This is an optimization exercise on Yosys and OpenROAD, whose aim is small area and a short achievable clock period, not a production implementation. At most, simulation tests tie the RTL to the original design; equivalence was not proved. For run 3, only the layout was checked, not whether the RTL still works. Power figures rest on the tool's default switching activity, not on a simulated workload.

**flow/constraint.sdc**
```tcl
create_clock -name core_clock -period 6.5 [get_ports {clk}]
set_input_delay 1.3000 -clock core_clock [delete_from_list [all_inputs] [get_ports {clk}]]
set_output_delay 1.3000 -clock core_clock [all_outputs]
set_load 0.01 [all_outputs]
```
**flow/run.sh**
```bash
#!/bin/bash
# synth_recipe.tcl (not shown) runs the flow's synth.tcl, then flattens the netlist and writes it again
# the make line also repeats each setting of config.mk as NAME=value (left out here)
make -C /OpenROAD-flow-scripts/flow DESIGN_CONFIG=/design/flow/config.mk WORK_HOME=/design/flow/orfs CLKGATE_MAP_FILE= SYNTH_SCRIPT=/design/flow/synth_recipe.tcl finish
```
**flow/config.mk**
```make
export PLATFORM = sky130hd
export DESIGN_NAME = id_stage
export DESIGN_NICKNAME = id_stage
export VERILOG_FILES = /design/flow/design.v
export SDC_FILE = /design/flow/constraint.sdc
export NUM_CORES = 4
export LEC_CHECK = 0
export CAP_MARGIN = 20
export CORE_MARGIN = 2
export CORE_UTILIZATION = 40
export SETUP_SLACK_MARGIN = 3.0
export SLEW_MARGIN = 20
export SYNTH_HIERARCHICAL = 1
```
**flow/design.v**
```verilog
module id_ne32 (
   input  logic [31:0] a,
   input  logic [31:0] b,
   output logic        y
);
   assign y = a != b;
endmodule
module id_z32 (
   input  logic [31:0] a,
   output logic        y
);
   assign y = a == 32'd0;
endmodule
module id_br_sel (
   input  logic       freeze,
   input  logic       rst,
   input  logic       wb_en,
   input  logic [4:0] wb_dest,
   input  logic [4:0] rs,
   input  logic [4:0] rt,
   input  logic       rs_nz,
   input  logic       rt_nz,
   input  logic       is_bez,
   input  logic       is_bne,
   input  logic       is_jmp,
   input  logic       z_wb,       
   input  logic       z_a,        
   input  logic       ne_ab,      
   input  logic       ne_wb_b,    
   input  logic       ne_a_wb,    
   output logic       taken
);
   logic hit_a, hit_b, a_zero, a_ne_b;
   assign hit_a  = wb_en && wb_dest == rs && rs_nz;
   assign hit_b  = wb_en && wb_dest == rt && rt_nz;
   assign a_zero = hit_a ? z_wb : z_a;
   assign a_ne_b = hit_a ? (!hit_b && ne_wb_b) : (hit_b ? ne_a_wb : ne_ab);
   assign taken  = !freeze && !rst && (is_jmp || (is_bez && a_zero) || (is_bne && a_ne_b));
endmodule
module id_stage #(
   parameter logic [31:0] NOP_WORD = 32'h0000_0000
) (
   input  logic        clk,
   input  logic        rst,
   input  logic [31:0] if_instruction,
   input  logic [31:0] if_pc,
   input  logic        freeze,
   input  logic        wb_en,
   input  logic [4:0]  wb_dest,
   input  logic [31:0] wb_value,
   output logic        branch_taken,
   output logic [31:0] branch_address,
   output logic [3:0]  ex_cmd,
   output logic [31:0] ex_val1,
   output logic [31:0] ex_val2,
   output logic [31:0] ex_st_val,
   output logic [4:0]  ex_dest,
   output logic        ex_wb_en,
   output logic        ex_mem_r_en,
   output logic        ex_mem_w_en,
   output logic [31:0] ex_pc
);
   localparam logic [5:0] OP_ADD  = 6'b000001, OP_SUB  = 6'b000011, OP_AND  = 6'b000101,
                          OP_OR   = 6'b000110, OP_NOR  = 6'b000111, OP_XOR  = 6'b001000,
                          OP_SLA  = 6'b001001, OP_SLL  = 6'b001010, OP_SRA  = 6'b001011,
                          OP_SRL  = 6'b001100, OP_ADDI = 6'b100000, OP_SUBI = 6'b100001,
                          OP_LD   = 6'b100100, OP_ST   = 6'b100101, OP_BEZ  = 6'b101000,
                          OP_BNE  = 6'b101001, OP_JMP  = 6'b101010;
   localparam logic [3:0] CMD_ADD = 4'b0000, CMD_SUB = 4'b0010, CMD_AND = 4'b0100,
                          CMD_OR  = 4'b0101, CMD_NOR = 4'b0110, CMD_XOR = 4'b0111,
                          CMD_SLA = 4'b1000, CMD_SLL = 4'b1001, CMD_SRA = 4'b1010,
                          CMD_SRL = 4'b1011;
   logic [31:1][31:0] rf;
   for (genvar i = 1; i < 32; i++) begin : g_rf
      always_ff @(posedge clk)
         if (wb_en && wb_dest == 5'(i))
            rf[i] <= wb_value;
   end
   logic [31:0] ir;
   logic [31:0] pc_id;
   logic [31:2] tgt_q;         
   logic        valid;
   logic        bez_q, bne_q, jmp_q;    
   logic        rs_nz, rt_nz;           
   logic [31:0] a_q, b_q;               
   logic [5:0]  op;
   logic [4:0]  rs, rt, rd;
   logic [31:0] imm_sext;
   assign op       = ir[31:26];
   assign rs       = ir[25:21];
   assign rt       = ir[20:16];
   assign rd       = ir[15:11];
   assign imm_sext = {{16{ir[15]}}, ir[15:0]};
   logic hit_a, hit_b;
   assign hit_a = wb_en && wb_dest == rs && rs_nz;
   assign hit_b = wb_en && wb_dest == rt && rt_nz;
   logic [4:0]  nrs, nrt;
   logic        nhit_a, nhit_b;
   logic [31:0] a_sel, b_sel;
   logic        a_en, b_en;
   assign nrs    = if_instruction[25:21];
   assign nrt    = if_instruction[20:16];
   assign nhit_a = wb_en && wb_dest == nrs && nrs != 5'd0;
   assign nhit_b = wb_en && wb_dest == nrt && nrt != 5'd0;
   assign a_en   = !freeze || hit_a;
   assign b_en   = !freeze || hit_b;
   always_comb begin
      a_sel[0] = freeze ? hit_a : nhit_a;
      b_sel[0] = freeze ? hit_b : nhit_b;
      for (int i = 1; i < 32; i++) begin
         a_sel[i] = !freeze && !nhit_a && nrs == 5'(i);
         b_sel[i] = !freeze && !nhit_b && nrt == 5'(i);
      end
   end
   function automatic logic [31:0] rf_pick(input logic [31:0] sel);
      rf_pick = {32{sel[0]}} & wb_value;
      for (int i = 1; i < 32; i++)
         rf_pick = rf_pick | ({32{sel[i]}} & rf[i]);
   endfunction
   logic [3:0]  d_cmd;
   logic [4:0]  d_dest;
   logic        d_wb, d_mr, d_mw, use_imm;
   always_comb begin
      d_cmd   = CMD_ADD;
      d_dest  = 5'd0;
      d_wb    = 1'b0;
      d_mr    = 1'b0;
      d_mw    = 1'b0;
      use_imm = 1'b0;
      case (op)
         OP_ADD:  begin d_cmd = CMD_ADD; d_dest = rd; d_wb = 1'b1; end
         OP_SUB:  begin d_cmd = CMD_SUB; d_dest = rd; d_wb = 1'b1; end
         OP_AND:  begin d_cmd = CMD_AND; d_dest = rd; d_wb = 1'b1; end
         OP_OR:   begin d_cmd = CMD_OR;  d_dest = rd; d_wb = 1'b1; end
         OP_NOR:  begin d_cmd = CMD_NOR; d_dest = rd; d_wb = 1'b1; end
         OP_XOR:  begin d_cmd = CMD_XOR; d_dest = rd; d_wb = 1'b1; end
         OP_SLA:  begin d_cmd = CMD_SLA; d_dest = rd; d_wb = 1'b1; end
         OP_SLL:  begin d_cmd = CMD_SLL; d_dest = rd; d_wb = 1'b1; end
         OP_SRA:  begin d_cmd = CMD_SRA; d_dest = rd; d_wb = 1'b1; end
         OP_SRL:  begin d_cmd = CMD_SRL; d_dest = rd; d_wb = 1'b1; end
         OP_ADDI: begin d_cmd = CMD_ADD; d_dest = rt; d_wb = 1'b1; use_imm = 1'b1; end
         OP_SUBI: begin d_cmd = CMD_SUB; d_dest = rt; d_wb = 1'b1; use_imm = 1'b1; end
         OP_LD:   begin d_cmd = CMD_ADD; d_dest = rt; d_wb = 1'b1; d_mr = 1'b1; use_imm = 1'b1; end
         OP_ST:   begin d_cmd = CMD_ADD; d_mw = 1'b1; use_imm = 1'b1; end
         default: ;
      endcase
      if (d_dest == 5'd0)
         d_wb = 1'b0;
   end
   logic is_br;
   assign is_br = bez_q | bne_q | jmp_q;
   logic z_wb, z_a, ne_ab, ne_wb_b, ne_a_wb;
   id_z32  u_z_wb    (.a(wb_value), .y(z_wb));
   id_z32  u_z_a     (.a(a_q), .y(z_a));
   id_ne32 u_ne_ab   (.a(a_q), .b(b_q), .y(ne_ab));
   id_ne32 u_ne_wb_b (.a(wb_value), .b(b_q), .y(ne_wb_b));
   id_ne32 u_ne_a_wb (.a(a_q), .b(wb_value), .y(ne_a_wb));
   id_br_sel u_br (
      .freeze(freeze), .rst(rst), .wb_en(wb_en), .wb_dest(wb_dest), .rs(rs), .rt(rt),
      .rs_nz(rs_nz), .rt_nz(rt_nz), .is_bez(bez_q), .is_bne(bne_q), .is_jmp(jmp_q),
      .z_wb(z_wb), .z_a(z_a), .ne_ab(ne_ab), .ne_wb_b(ne_wb_b), .ne_a_wb(ne_a_wb),
      .taken(branch_taken)
   );
   assign branch_address = is_br ? {tgt_q, pc_id[1:0]} : 32'd0;
   logic [5:0]  nop;
   logic [30:0] ntsum;
   assign nop   = if_instruction[31:26];
   assign ntsum = {if_pc[31:2], 1'b1} + {{14{if_instruction[15]}}, if_instruction[15:0], 1'b1};
   always_ff @(posedge clk) begin
      if (!freeze) begin
         ir    <= if_instruction;
         pc_id <= if_pc;
         tgt_q <= ntsum[30:1];
         rs_nz <= nrs != 5'd0;
         rt_nz <= nrt != 5'd0;
      end
      if (a_en)
         a_q <= rf_pick(a_sel);
      if (b_en)
         b_q <= rf_pick(b_sel);
      if (rst || branch_taken) begin
         valid <= 1'b0;
         bez_q <= 1'b0;
         bne_q <= 1'b0;
         jmp_q <= 1'b0;
      end else if (!freeze) begin
         valid <= 1'b1;
         bez_q <= nop == OP_BEZ;
         bne_q <= nop == OP_BNE;
         jmp_q <= nop == OP_JMP;
      end
   end
   logic        ex_clr, ex_ld, ex_imm_sel;
   logic [15:0] ex_imm;
   logic        va_wb, va_q, vb_wb, vb_q;
   assign ex_clr = rst || (!freeze && (is_br || !valid));
   assign ex_ld  = !freeze || rst;
   assign va_wb  = !ex_clr && hit_a;
   assign va_q   = !ex_clr && !hit_a;
   assign vb_wb  = !ex_clr && hit_b;
   assign vb_q   = !ex_clr && !hit_b;
   always_ff @(posedge clk) begin
      if (ex_ld) begin
         ex_cmd      <= ex_clr ? 4'd0 : d_cmd;
         ex_val1     <= ({32{va_wb}} & wb_value) | ({32{va_q}} & a_q);
         ex_st_val   <= ({32{vb_wb}} & wb_value) | ({32{vb_q}} & b_q);
         ex_imm_sel  <= !ex_clr && use_imm;
         ex_imm      <= ir[15:0];
         ex_dest     <= ex_clr ? 5'd0 : d_dest;
         ex_wb_en    <= !ex_clr && d_wb;
         ex_mem_r_en <= !ex_clr && d_mr;
         ex_mem_w_en <= !ex_clr && d_mw;
         ex_pc       <= ex_clr ? 32'd0 : pc_id;
      end
   end
   assign ex_val2 = ex_imm_sel ? {{16{ex_imm[15]}}, ex_imm} : ex_st_val;
endmodule
```
==> metrics.yaml, run 1 <==
root_buffer: "clkbuf_16"
fmax_ghz: 0.223
ys_types: 79
final_net_count: 4818
rsz0062_at_grt: "yes"
cap_violations: 0
firstDrtPassIters: 20
synth-compound-area-share_pct: 15.9
multi_input_area_um2: 19500
dp_hpwl_um: 187000
dp_cells: 6179
syn_area_um2: 56700
dpl-instance-area_um2: 64700
syn_inst: 3988
synth_top_flop_cell: "edfxtp_1"
ys_ff_latch: 1281
die_height_um: 381
register_area_um2: 38400
synthMuxAreaShare_pct: 1.80
post_drt_wl_per_cell_um: 44.8
fin_area_um2: 73200
ir_drop_v: 0.000278
drt_wl_total_um: 301000
hold_viol_final: 0
fin_util_pct: 51.8
async_reset_ff_share_pct: 0
setup_viol: 0
holdCritPathClass: "register to register"
critPathMaxFanout: 4
synth_nets: 4123
timing.final.crit_share_pct: 69.0
clock_sinks: 1281
setup_tns_ps: 0
stdcell_count: 6714
die_x_um: 381
num_vias: 49900
grt_pass1_vias: 45700
io_buffer_count: 277
relSlewSlack_pct: 15.6
drive_gt1_share_pct: 23.5
min_period_ps: 4490
seq_area_frac_synth_pct: 67.7
finalWeightedCongestion: 1.03
clk_path_buf_depth: 3
cts_tree: "yes"
drc: 0
synthAdderAreaFrac_pct: 0.675
synth-simple-area-share_pct: 9.47
grt_start_max_net_pins: 78
synth-edff-count: 1277
synth_area_per_cell_um2: 14.2
synth_xor_area_share_pct: 2.28
htree_levels: 4
grt_pass1_wl_um: 393000
p_leak_nw: 25.3
clk_latency_ps: 820
ff2ff_setup_slack_ps: 3380
tightest_slew_ps: 1260
antenna_left: 0
power_density_nw_per_um2: 263
dieArea_um2: 145000
endpoint_kind: "primary output"
final_cell_mix: "edfxtp_1 (1277), a22oi_1 (440), buf_4 (404)"
grt_use_total_pct: 39.8
cts.clk_slew.worst_paths_ps: 60
arrival_ps: 3190
ys.warnings.count: 7
crit_required_ps: 5200
slew_violations: 0
ios: 278
rows: 138
viasPerCell: 7.44
grt_overflow_total: 0
finClkSkew_ps: 38.0
worstSetupStartpointType: "input port"
synth_top_family_by_area: "compound AO/OA/AOI/OAI gates"
status: "timing/DRC/antenna clean"
syn2layout_area_growth_pct: 29.0
final_common_cell: "edfxtp_1"
hold_buffers: 0
cts_inserted_buffers: 136
initial_core_util_pct: 40.2
worstSetupPathType: "input port to primary output"
antenna_found_initial: 27
coreArea_um2: 141000
drt_iter0_drc: 11600
n_fill_cell: 11800
[worst max-delay path, cell delays in order]
cell	delay, ps
buf_2	250
nor4_2	360
nand4_1	160
nor2_2	200
and4_1	230
o21ai_2	70
a311oi_4	390
buf_2	200
[flip-flops by register name, summed over array words and instances (netlist names), 4 cells and up]
name and count:
a_q 32, ex_imm 16, rf 992, b_q 32, ex_st_val 32, ex_val1 32, ir 32, ex_cmd 4
ex_pc 32, pc_id 32, tgt_q 30, ex_dest 5
[cells in the mapped netlist, types with 29 or more instances]
library cell  instances  area share (%)
nand4_1             143             1.6
and2_1               47            0.52
nor2b_1              47            0.52
mux2_2               31            0.62
inv_1                43            0.28
nand3_1             103            0.91
nand2_1             169             1.1
edfxtp_1           1277              68
a21oi_1              61            0.54
a22oi_1             447             5.9
nor2_1              152             1.0
nor3_1               50            0.44
clkbuf_1            232             1.5
nor4_1               39            0.43
a2111oi_0            44            0.68
a221o_1              30            0.53
a221oi_1            132             2.0
and3_1              106             1.2
a22o_1              158             2.4
a222oi_1             62             1.1
ha_1                 29            0.64
mux2i_1              67             1.2
and4_1               38            0.59
xnor2_1             124             1.9
o21ai_0              46            0.41
[per-stage QoR]
| step | hold WS [ps] | worst slack [ps] | power, W |
|---|---|---|---|
| global route | 423 | 2000 | 0.0196 |
| CTS | 420 | 2130 | 0.0191 |
| global placement | 400 | 475 | 0.0113 |
| floorplan | 400 | 2500 | 0.0104 |
| detailed placement | 405 | 493 | 0.0113 |
| finish | 420 | 2010 | 0.0193 |
[final cells by class]
cell class	count	area share [%]
diodes	35	0.120
inverters	44	0.243
multi-input cells	2389	26.6
clock inverters	82	1.15
clock buffers	162	4.81
flip-flops and latches	1281	52.5
well taps	1890	3.23
repair buffers	831	11.3
[path summary, 6_finish.rpt]
kind,startpoint,to,cells after the start
hold reg to reg,ir[4],ex_imm[4],0
hold / removal,ir[4],ex_imm[4],0
setup reg to reg,ir[20],b_q[27],6
setup / recovery,wb_value[1],branch_taken,8
[timing repair]
action | CTS | global route
pin swaps | 76 | 68
hold endpoints to repair | 0 | 0
resized for setup | 523 | 140
setup buffers | 167 | 74
cloned | 8 | 6
setup endpoints to repair | 590 | 105
[per-module statistics from Yosys (local to each module, per instance)]
module | cells | copies in the design | flops+latches | cell area [um2]
id_stage | 3806 | 1 | 1281 | 55300
id_ne32 | 43 | 3 | 0 | 347
id_br_sel | 31 | 1 | 0 | 239
id_z32 | 11 | 2 | 0 | 72.6
[where the power goes]
part	total (W)	internal, W	switching (W)
logic	0.00183	0.000698	0.00113
clock network	0.00781	0.00435	0.00345
registers	0.00963	0.00938	0.000244
[metal layers]
layer / track usage [%] / vias up / share of wire (%)
met2: 53.7 / 6000 / 39
met1: 48.0 / 24200 / 33
li1: - / 18100 / -
met3: 22.3 / 1615 / 19
met4: 27.0 / 18 / 8.7
met5: 0 / - / 0.081
[kinds of logic (layout without fill, tap and decap cells)]
logic type / after synthesis / count (layout)
muxes: 98 / 98
buffers and inverters: 320 / 1119
AOI/OAI and AO/OA: 1127 / 1129
other: 0 / 35
and+or+nand+nor: 984 / 984
DFF: 1281 / 1281
xor gates and xnor gates: 148 / 148
adders and majority gates: 30 / 30
==> run 2: changes to the inputs <==
==> flow/flow/run.sh (new file) <==
#!/bin/bash
# Layout: the standard ORFS flow (standard.sh: standard synthesis, floorplan, power
# grid, placement, CTS, routing), with two changes:
#  * ports are buffered with buf_1 instead of the delay cell buffer_ports picks by default
#    (repair_design/repair_timing still resize them where needed);
#  * the clock tree is built from clkbuf_8 without dummy loads.
# Each tool's full output stays under orfs/logs/; make's own output goes to standard.log.
set -euo pipefail
export BUFFER_PORTS_ARGS="-buffer_cell sky130_fd_sc_hd__buf_1"
export CTS_ARGS="-sink_clustering_enable -repair_clock_nets -buf_list sky130_fd_sc_hd__clkbuf_8 -dont_use_dummy_load"
bash standard.sh > standard.log 2>&1
==> flow/standard.sh (new file) <==
#!/bin/bash
# synth_recipe.tcl (not shown) runs the flow's synth.tcl, then flattens the netlist and writes it again
# the make line also repeats each setting of config.mk as NAME=value (left out here)
make -C /OpenROAD-flow-scripts/flow DESIGN_CONFIG=/design/flow/config.mk WORK_HOME=/design/flow/orfs CLKGATE_MAP_FILE= SYNTH_SCRIPT=/design/flow/synth_recipe.tcl "${@:-finish}"
removed: flow/run.sh
==> metrics.yaml, run 2 <==
initial_core_util_pct: 40.2  # unchanged
p_leak_nw: 23.1  # was 25.3 nW
syn2layout_area_growth_pct: 21.1  # was 29.0%
ys.warnings.count: 7  # unchanged
ff2ff_setup_slack_ps: 3400  # was 3380 ps
htree_levels: 4  # unchanged
timing.final.crit_share_pct: 67.5  # was 69.0%
synth.area.top_cells: "edfxtp_1 (68%), a22oi_1 (5.9%), a22o_1 (2.4%)"  # unchanged
register_area_um2: 38400  # about the same
setup_tns_ps: 0  # unchanged
power_density_nw_per_um2: 248  # was 263 nW/um2
io_buffer_count: 277  # unchanged
hp-start: "ir[10]"  # was ir[4]
synth_most_common_cell: "edfxtp_1"  # unchanged
critPathMaxFanout: 4  # unchanged
whs_endpoint: "ex_imm[10]"  # was ex_imm[4]
syn_area_um2: 56700  # unchanged
r2r_end: "a_q[7]"  # was b_q[27]
final_common_cell: "edfxtp_1"  # unchanged
die_height_um: 381  # unchanged
syn_inst: 3988  # unchanged
dieArea_um2: 145000  # unchanged
ios: 278  # unchanged
cpPeakStageDelay_ps: 380  # was 390 ps
cts_inserted_buffers: 204  # was 136
yosys-top-cells-count: "edfxtp_1 (1277), a22oi_1 (447), clkbuf_1 (232)"  # unchanged
fin_total_pwr_w: 0.0170  # was 0.0193 W
power_frac_seq_pct: 56.1  # was 50.0%
final_cell_mix: "edfxtp_1 (1277), a22oi_1 (443), buf_4 (353)"  # was edfxtp_1 (1277), a22oi_1 (440), buf_4 (404)
min_path_cells: 0  # unchanged
ys_ff_latch: 1281  # unchanged
endpoint_kind: "primary output"  # unchanged
crit_slowest_cell: "a311oi_2"  # was a311oi_4
p_int_w: 0.0127  # was 0.0144 W
synth_top_area_cell: "edfxtp_1"  # unchanged
finalWeightedCongestion: 1.04  # was 1.03
crit_required_ps: 5200  # about the same
synth_top_flop_cell: "edfxtp_1"  # unchanged
viasPerCell: 7.38  # was 7.44
cts.clk_slew.worst_paths_ps: 60  # about the same
firstDrtPassIters: 14  # was 20
holdCritPathClass: "register to register"  # unchanged
synth_top_area_share_pct: 67.6  # unchanged
synth_area_per_cell_um2: 14.2  # unchanged
synth-edff-count: 1277  # unchanged
grt_pass1_vias: 44600  # was 45700
tightest_slew_ps: 1380  # was 1260 ps
slew_violations: 0  # unchanged
setup_viol: 0  # unchanged
dp_hpwl_um: 186000  # was 187000 um
largest_register_ffs: 992  # unchanged
drt_wl_total_um: 292000  # was 301000 um
grt_start_max_net_pins: 78  # unchanged
arrival_ps: 3090  # was 3190 ps
async_reset_ff_share_pct: 0  # unchanged
finClkSkew_ps: 119  # was 38.0 ps
regMostFlops: "rf"  # unchanged
grt_use_total_pct: 38.7  # was 39.8%
hold_buffers: 0  # unchanged
final_net_count: 4779  # was 4818
seq_area_frac_synth_pct: 67.7  # unchanged
antenna_left: 0  # unchanged
n_fill_cell: 12200  # was 11800
antenna_found_initial: 26  # was 27
reg2regPathDepth: 8  # was 6
worstSetupStartpointType: "input port"  # unchanged
cts_tree: "yes"  # unchanged
fmax_ghz: 0.228  # was 0.223 GHz
die_x_um: 381  # unchanged
synth_nets: 4123  # unchanged
relSlewSlack_pct: 7.87  # was 15.6%
coreArea_um2: 141000  # unchanged
num_vias: 48400  # was 49900
grt_overflow_total: 0  # unchanged
multi_input_area_um2: 19200  # was 19500 um2
cp_cell_sequence: "clkbuf_4, nor4_2, nand4_1, nor2_1, and4_1, o21ai_1, a311oi_2, buf_2"  # was buf_2, nor4_2, nand4_1, nor2_2, and4_1, o21ai_2, a311oi_4, buf_2
status: "timing/DRC/antenna clean"  # unchanged
p_switching_w: 0.00434  # was 0.00483 W
ir_drop_v: 0.000196  # was 0.000278 V
ys_types: 79  # unchanged
p_comb_share_pct: 10.3  # was 9.5%
clk_path_buf_depth: 3  # unchanged
drt_iter0_drc: 11300  # was 11600
hold_viol_final: 0  # unchanged
drive_gt1_share_pct: 21.4  # was 23.5%
cap_violations: 0  # unchanged
clock_sinks: 1281  # unchanged
worstSetupPathType: "input port to primary output"  # unchanged
min_period_ps: 4390  # was 4490 ps
drc: 0  # unchanged
timing.rr.start: "ir[22]"  # was ir[20]
root_buffer: "clkbuf_8"  # was clkbuf_16
swShare_pct: 25.5  # was 25.1%
rows: 138  # unchanged
rsz0062_at_grt: "yes"  # unchanged
grt_pass1_wl_um: 383000  # was 393000 um
clk_latency_ps: 990  # was 820 ps
post_drt_wl_per_cell_um: 44.5  # was 44.8 um
clkPwrFrac_pct: 33.6  # was 40.5%
-- run 2: cell count changes in the layout (fill, tap and decap cells not counted), sizes merged, moves of 3 or more --
cell and change:
dlygate4sd2 -61, dlymetal6s2s -3, clkbuf +66, inv -10, clkdlybuf4s15 -6, bufinv -11, clkinvlp -10, clkinv -51
buf +99, clkdlybuf4s50 -161, diode -9
-- run 2: kinds of logic (layout without fill, tap and decap cells) --
family | Yosys count | in the layout | synth area share, %
XOR/XNOR | 148 | 148 | 2.28
adder cells (fa/ha/maj) | 30 | 30 | 0.675
flip-flops | 1281 | 1281 | 67.7
multiplexers | 98 | 98 | 1.80
other | 0 | 26 | 0
buffers and inverters | 320 | 972 | 2.16
AO/OA/AOI/OAI | 1127 | 1128 | 15.9
AND/OR/NAND/NOR | 984 | 985 | 9.47
-- run 2: metal layers --
metal / up-vias / global-route usage, % / share of wire, %
met5: - / 0 / 0.15
met4: 24 / 24.9 / 7.9
met1: 23600 / 46.9 / 34
met3: 1436 / 21.5 / 18
li1: 17800 / - / -
met2: 5555 / 52.8 / 40
-- run 2: per-module statistics from Yosys, one instance, submodules excluded --
| module | cells | flops+latches | area, um2 |
|---|---|---|---|
| id_ne32 | 43 | 0 | 347 |
| id_stage | 3806 | 1281 | 55300 |
| id_br_sel | 31 | 0 | 239 |
| id_z32 | 11 | 0 | 72.6 |
-- run 2: worst max-delay path: cells and delay by family --
kind	cells	cell delay, ps
and+or+nand+nor	4	840
AOI/OAI and AO/OA	2	470
buffers and inverters	2	460
-- run 2: worst max-delay path by stage --
stage | start | end | depth (start not counted)
final | wb_value[3] | branch_taken | 8
after global routing | a_q[30] | branch_taken | 10
after CTS | a_q[30] | branch_taken | 9
after detailed placement | if_instruction[21] | a_q[25] | 8
after global placement | if_instruction[21] | a_q[25] | 8
after floorplan | wb_dest[3] | a_q[20] | 9
-- run 2: repair_timing --
item	4_1_cts	5_1_grt
gates resized for setup	173	121
pin swaps	45	60
setup endpoints to repair	129	70
hold endpoints to repair	0	0
gates cloned	5	5
buffers inserted	131	46
-- run 2: stage by stage --
| step | cells | hold slack [ps] | setup WS [ps] | instance area, um2 | utilization (%) |
|---|---|---|---|---|---|
| final | 6558 | 416 | 2110 | 68700 | 48.6 |
| after detailed placement | 6138 | 405 | 831 | 62600 | 44.3 |
| after global placement | 6132 | 401 | 908 | 62500 | 44.2 |
| after CTS | 6478 | 420 | 2120 | 67500 | 47.8 |
| after global routing | 6537 | 431 | 2060 | 68600 | 48.6 |
| after floorplan | 3988 | 400 | 2500 | 57700 | - |
-- run 2: power groups by stage --
stage                     logic (W)  registers [W]  clock network [W]
final                       0.00175        0.00955            0.00573
after global routing        0.00178        0.00957            0.00603
after CTS                   0.00159        0.00955            0.00573
after detailed placement    0.00137        0.00980                  0
after global placement      0.00136        0.00979                  0
after floorplan            0.000679        0.00968                  0
-- run 2: final cells by class --
class	instances	area share [%]
diodes	26	0.0947
clock buffers	204	4.09
inverters	44	0.259
multi-input cells	2389	27.9
flip-flops and latches	1281	55.9
well taps	1890	3.44
repair buffers	724	8.26
==> run 3: changes to the inputs <==
--- a/flow/design.v
+++ b/flow/design.v
@@ -11,7 +11,7 @@
 );
    assign y = a == 32'd0;
 endmodule
-module id_br_sel (
+module id_br_ctl (
    input  logic       freeze,
    input  logic       rst,
    input  logic       wb_en,
@@ -23,19 +23,40 @@
    input  logic       is_bez,
    input  logic       is_bne,
    input  logic       is_jmp,
-   input  logic       z_wb,       
-   input  logic       z_a,        
-   input  logic       ne_ab,      
-   input  logic       ne_wb_b,    
-   input  logic       ne_a_wb,    
-   output logic       taken
-);
-   logic hit_a, hit_b, a_zero, a_ne_b;
-   assign hit_a  = wb_en && wb_dest == rs && rs_nz;
-   assign hit_b  = wb_en && wb_dest == rt && rt_nz;
-   assign a_zero = hit_a ? z_wb : z_a;
-   assign a_ne_b = hit_a ? (!hit_b && ne_wb_b) : (hit_b ? ne_a_wb : ne_ab);
-   assign taken  = !freeze && !rst && (is_jmp || (is_bez && a_zero) || (is_bne && a_ne_b));
+   output logic       k_jmp,      
+   output logic       k_z_wb,     
+   output logic       k_z_a,      
+   output logic       k_ne_wb_b,  
+   output logic       k_ne_a_wb,  
+   output logic       k_ne_ab     
+);
+   logic go, hit_a, hit_b;
+   assign go        = !freeze && !rst;
+   assign hit_a     = wb_en && wb_dest == rs && rs_nz;
+   assign hit_b     = wb_en && wb_dest == rt && rt_nz;
+   assign k_jmp     = go && is_jmp;
+   assign k_z_wb    = go && is_bez && hit_a;
+   assign k_z_a     = go && is_bez && !hit_a;
+   assign k_ne_wb_b = go && is_bne && hit_a && !hit_b;
+   assign k_ne_a_wb = go && is_bne && !hit_a && hit_b;
+   assign k_ne_ab   = go && is_bne && !hit_a && !hit_b;
+endmodule
+module id_br_or (
+   input  logic k_jmp,
+   input  logic k_z_wb,
+   input  logic k_z_a,
+   input  logic k_ne_wb_b,
+   input  logic k_ne_a_wb,
+   input  logic k_ne_ab,
+   input  logic z_wb,
+   input  logic z_a,
+   input  logic ne_wb_b,
+   input  logic ne_a_wb,
+   input  logic ne_ab,
+   output logic taken
+);
+   assign taken = k_jmp | (k_z_wb & z_wb) | (k_z_a & z_a) | (k_ne_wb_b & ne_wb_b) |
+                  (k_ne_a_wb & ne_a_wb) | (k_ne_ab & ne_ab);
 endmodule
 module id_stage #(
    parameter logic [31:0] NOP_WORD = 32'h0000_0000
@@ -155,22 +176,40 @@
    id_ne32 u_ne_ab   (.a(a_q), .b(b_q), .y(ne_ab));
    id_ne32 u_ne_wb_b (.a(wb_value), .b(b_q), .y(ne_wb_b));
    id_ne32 u_ne_a_wb (.a(a_q), .b(wb_value), .y(ne_a_wb));
-   id_br_sel u_br (
+   logic k_jmp, k_z_wb, k_z_a, k_ne_wb_b, k_ne_a_wb, k_ne_ab;
+   id_br_ctl u_br_ctl (
       .freeze(freeze), .rst(rst), .wb_en(wb_en), .wb_dest(wb_dest), .rs(rs), .rt(rt),
       .rs_nz(rs_nz), .rt_nz(rt_nz), .is_bez(bez_q), .is_bne(bne_q), .is_jmp(jmp_q),
-      .z_wb(z_wb), .z_a(z_a), .ne_ab(ne_ab), .ne_wb_b(ne_wb_b), .ne_a_wb(ne_a_wb),
-      .taken(branch_taken)
+      .k_jmp(k_jmp), .k_z_wb(k_z_wb), .k_z_a(k_z_a), .k_ne_wb_b(k_ne_wb_b),
+      .k_ne_a_wb(k_ne_a_wb), .k_ne_ab(k_ne_ab)
+   );
+   id_br_or u_br_or (
+      .k_jmp(k_jmp), .k_z_wb(k_z_wb), .k_z_a(k_z_a), .k_ne_wb_b(k_ne_wb_b),
+      .k_ne_a_wb(k_ne_a_wb), .k_ne_ab(k_ne_ab), .z_wb(z_wb), .z_a(z_a),
+      .ne_wb_b(ne_wb_b), .ne_a_wb(ne_a_wb), .ne_ab(ne_ab), .taken(branch_taken)
    );
    assign branch_address = is_br ? {tgt_q, pc_id[1:0]} : 32'd0;
    logic [5:0]  nop;
-   logic [30:0] ntsum;
-   assign nop   = if_instruction[31:26];
-   assign ntsum = {if_pc[31:2], 1'b1} + {{14{if_instruction[15]}}, if_instruction[15:0], 1'b1};
+   assign nop = if_instruction[31:26];
+   logic [17:0] nt_lo;
+   logic [13:0] nt_hi, pc_inc, pc_dec;
+   logic [14:0] c_inc, c_dec;
+   assign nt_lo    = {1'b0, if_pc[17:2], 1'b1} + {1'b0, if_instruction[15:0], 1'b1};
+   assign c_inc[0] = 1'b1;
+   assign c_dec[0] = 1'b1;
+   for (genvar i = 0; i < 14; i++) begin : g_tgt_hi
+      assign pc_inc[i]  = if_pc[18+i] ^ c_inc[i];
+      assign c_inc[i+1] = if_pc[18+i] & c_inc[i];
+      assign pc_dec[i]  = if_pc[18+i] ^ c_dec[i];
+      assign c_dec[i+1] = ~if_pc[18+i] & c_dec[i];
+   end
+   assign nt_hi = (nt_lo[17] == if_instruction[15]) ? if_pc[31:18] :
+                  nt_lo[17] ? pc_inc : pc_dec;
    always_ff @(posedge clk) begin
       if (!freeze) begin
          ir    <= if_instruction;
          pc_id <= if_pc;
-         tgt_q <= ntsum[30:1];
+         tgt_q <= {nt_hi, nt_lo[16:1]};
          rs_nz <= nrs != 5'd0;
          rt_nz <= nrt != 5'd0;
       end
--- a/flow/config.mk
+++ b/flow/config.mk
@@ -7,7 +7,8 @@
 export LEC_CHECK = 0
 export CAP_MARGIN = 20
 export CORE_MARGIN = 2
-export CORE_UTILIZATION = 40
+export CORE_UTILIZATION = 35
+export PLACE_DENSITY = 0.5
 export SETUP_SLACK_MARGIN = 3.0
 export SLEW_MARGIN = 20
 export SYNTH_HIERARCHICAL = 1
==> metrics.yaml, run 3 <==
swShare_pct: 25.5  # about the same
synth_area_per_cell_um2: 14.5  # was 14.2 um2
root_buffer: "clkbuf_8"  # unchanged
holdCritPathClass: "register to register"  # unchanged
rows: 146  # was 138
cts.clk_slew.worst_paths_ps: 70  # was 60 ps
regMostFlops: "rf"  # unchanged
hold_viol_final: 0  # unchanged
syn2layout_area_growth_pct: 20.8  # was 21.1%
power_density_nw_per_um2: 254  # was 248 nW/um2
clk_path_buf_depth: 3  # unchanged
synth-edff-count: 1277  # unchanged
n_fill_cell: 14400  # was 12200
relSlewSlack_pct: 19.3  # was 7.87%
dieArea_um2: 163000  # was 145000 um2
critPathMaxFanout: 2  # was 4
grt_pass1_wl_um: 399000  # was 383000 um
ir_drop_v: 0.000246  # was 0.000196 V
drc: 0  # unchanged
crit_required_ps: 5200  # about the same
yosys-top-cells-count: "edfxtp_1 (1277), a22oi_1 (512), nand2_1 (212)"  # was edfxtp_1 (1277), a22oi_1 (447), clkbuf_1 (232)
clock_sinks: 1281  # unchanged
drt_wl_total_um: 310000  # was 292000 um
synth.area.top_cells: "edfxtp_1 (68%), a22oi_1 (6.9%), a22o_1 (2.7%)"  # was edfxtp_1 (68%), a22oi_1 (5.9%), a22o_1 (2.4%)
cts_tree: "yes"  # unchanged
p_switching_w: 0.00438  # was 0.00434 W
setup_tns_ps: 0  # unchanged
final_cell_mix: "edfxtp_1 (1277), a22oi_1 (498), buf_4 (289)"  # was edfxtp_1 (1277), a22oi_1 (443), buf_4 (353)
num_vias: 47200  # was 48400
p_comb_share_pct: 9.5  # was 10.3%
io_buffer_count: 277  # unchanged
worstSetupPathType: "register to primary output"  # was input port to primary output
antenna_left: 0  # unchanged
status: "timing/DRC/antenna clean"  # unchanged
seq_area_frac_synth_pct: 68.6  # was 67.7%
setup_viol: 0  # unchanged
arrival_ps: 3050  # was 3090 ps
ys_types: 78  # was 79
register_area_um2: 38400  # unchanged
final_common_cell: "edfxtp_1"  # unchanged
ios: 278  # unchanged
post-place-ws_ps: 961  # was 831 ps
syn_area_um2: 56000  # was 56700 um2
ys_ff_latch: 1281  # unchanged
p_int_w: 0.0128  # was 0.0127 W
drt_iter0_drc: 10900  # was 11300
die_x_um: 404  # was 381 um
die_height_um: 404  # was 381 um
rsz0062_at_grt: "yes"  # unchanged
hold_buffers: 0  # unchanged
grt_overflow_total: 0  # unchanged
cap_violations: 0  # unchanged
ys.warnings.count: 7  # unchanged
worst_slack_ps: 2150  # was 2110 ps
synth_top_area_share_pct: 68.4  # was 67.6%
async_reset_ff_share_pct: 0  # unchanged
multi_input_area_um2: 18000  # was 19200 um2
p_leak_nw: 22.0  # was 23.1 nW
min_period_ps: 4350  # was 4390 ps
finalWeightedCongestion: 1.01  # was 1.04
clk_latency_ps: 1010  # was 990 ps
grt_pass1_vias: 44400  # was 44600
syn_inst: 3865  # was 3988
final_net_count: 4622  # was 4779
stdcell_count: 6582  # was 6558
initial_core_util_pct: 35.3  # was 40.2%
grt_use_total_pct: 36.4  # was 38.7%
post_drt_wl_per_cell_um: 47.1  # was 44.5 um
clkPwrFrac_pct: 34.7  # was 33.6%
fmax_ghz: 0.230  # was 0.228 GHz
finClkSkew_ps: 112  # was 119 ps
synth_top_flop_cell: "edfxtp_1"  # unchanged
viasPerCell: 7.18  # was 7.38
largest_register_ffs: 992  # unchanged
coreArea_um2: 159000  # was 141000 um2
timing.final.crit_share_pct: 66.9  # was 67.5%
cts_inserted_buffers: 214  # was 204
dp_cells: 6201  # was 6138
synth_most_common_cell: "edfxtp_1"  # unchanged
worstSetupStartpointType: "register"  # was input port
endpoint_kind: "primary output"  # unchanged
tightest_slew_ps: 1210  # was 1380 ps
synth_top_area_cell: "edfxtp_1"  # unchanged
synth_nets: 3987  # was 4123
dp_hpwl_um: 192000  # was 186000 um
slew_violations: 0  # unchanged
drive_gt1_share_pct: 21.0  # was 21.4%
grt_start_max_net_pins: 126  # was 78
antenna_found_initial: 23  # was 26
htree_levels: 4  # unchanged
firstDrtPassIters: 10  # was 14
power_frac_seq_pct: 55.8  # was 56.1%
[run 3: cell types whose count changed after synthesis, sizes merged, moves of 19 or more]
cell / before / now
nand2: 169 / 212
a22oi: 447 / 513
a2111oi: 45 / 9
a222oi: 62 / 88
and3: 106 / 27
clkbuf: 232 / 159
a221o: 30 / 11
nor3: 50 / 29
a211oi: 15 / 37
a21oi: 61 / 87
nor2: 152 / 127
buf: 44 / 104
nand3: 103 / 79
[run 3: metal layers]
metal  wire length [um]  vias to the layer above  track usage [%]
met5                114                        -                0
met4              26400                       16             23.8
met3              48500                     1490             15.6
met1             107000                    23400             44.1
met2             128000                     5086             53.0
li1                   -                    17300                -
[run 3: metrics by stage]
step	area [um2]	power (W)	utilization (%)	hold slack, ps
after CTS	66400	0.0170	41.8	408
final	67700	0.0172	42.6	414
after floorplan	56900	0.0103	-	400
after global placement	62000	0.0111	39.0	402
after global routing	67700	0.0175	42.6	415
after detailed placement	62100	0.0111	39.1	405
[run 3: power groups by stage]
stage               logic, W  registers, W  clock network (W)
finish               0.00163       0.00958            0.00595
global placement     0.00132       0.00980                  0
global route         0.00167       0.00958            0.00627
floorplan           0.000615       0.00967                  0
detailed placement   0.00132       0.00980                  0
CTS                  0.00148       0.00958            0.00598
[run 3: per-module statistics from Yosys, one instance, submodules excluded]
module | copies in the design | cells inside
id_ne32 | 3 | 43
id_br_ctl | 1 | 25
id_stage | 1 | 3685
id_z32 | 2 | 11
id_br_or | 1 | 4
[run 3: area by class of cell]
type | instances | share of cell area, %
Antenna cell | 12 | 0.0444
Clock buffer | 214 | 4.35
Inverter | 34 | 0.259
Multi-Input combinational cell | 2288 | 26.6
Sequential cell | 1281 | 56.8
Tap cell | 2072 | 3.83
Timing Repair Buffer | 681 | 8.15
[run 3: logic make-up (layout without fill, tap and decap cells)]
family	Yosys count	in the layout	synth area share (%)
muxes	73	73	1.35
xor gates and xnor gates	151	151	2.36
AOI/OAI and AO/OA	1187	1188	16.8
buffers and inverters	297	929	2.32
and+or+nand+nor	859	859	8.16
adders and majority gates	17	17	0.393
other	0	12	0
DFF	1281	1281	68.6
[run 3: repair_timing]
action,in CTS,in global routing
setup buffers,79,63
gates cloned,2,9
endpoints found under the setup margin,190,65
pin swaps,26,36
gates resized for setup,138,130
[run 3: worst max-delay path: stages, from the launching register on]
cell and delay (ps):
edfxtp_1 540, buf_6 190, xnor2_2 110, nand4_1 190, nor4_4 320, nand2_2 190, a22oi_2 210, nand3_2 130
buf_6 150
[run 3: worst paths after layout]
kind              depth (start not counted)  slack [ps]  startpoint      endpoint
hold / removal                            0         410       ir[0]     ex_imm[0]
setup reg to reg                          9        3280      ir[25]       a_q[24]
hold reg to reg                           0         410       ir[0]     ex_imm[0]
setup / recovery                          8        2150     b_q[22]  branch_taken

[port drivers added, routing unchanged]
No port has a modelled driver above. Below, the same layouts with a new extraction and two added sets of constraints.
Step 1: set_driving_cell puts a clkbuf_16 on clk and a buf_2 on each other input, an assumption about the parent block.
Step 2 moves the port delays by t, midway between the first and last clock arrival at a register: inputs arrive t later, outputs are due t later. That takes back most of the time a late clock gives input paths.
Three values: no drivers, after step 1, after step 2; two values: the first two.
run | t, ns | slack for setup (ns) | worst hold slack (ns) | slew at the worst register clock pin (ns) | worst data-port slew with drivers (ns)
run 1 | 0.877 | 2.015 / 1.981 / 1.966 | 0.420 / 0.420 / 0.420 | 0.07 / 0.07 | 0.17
run 2 | 1.019 | 2.114 / 2.041 / 1.884 | 0.416 / 0.416 / 0.416 | 0.07 / 0.07 | 0.16
run 3 | 1.031 | 2.152 / 2.070 / 1.677 | 0.414 / 0.414 / 0.414 | 0.07 / 0.07 | 0.20
After both steps setup and hold are still met in every run listed. The setup slack of run 3, which loses most, moves by -0.082 ns with the drivers and by -0.475 ns with both steps.
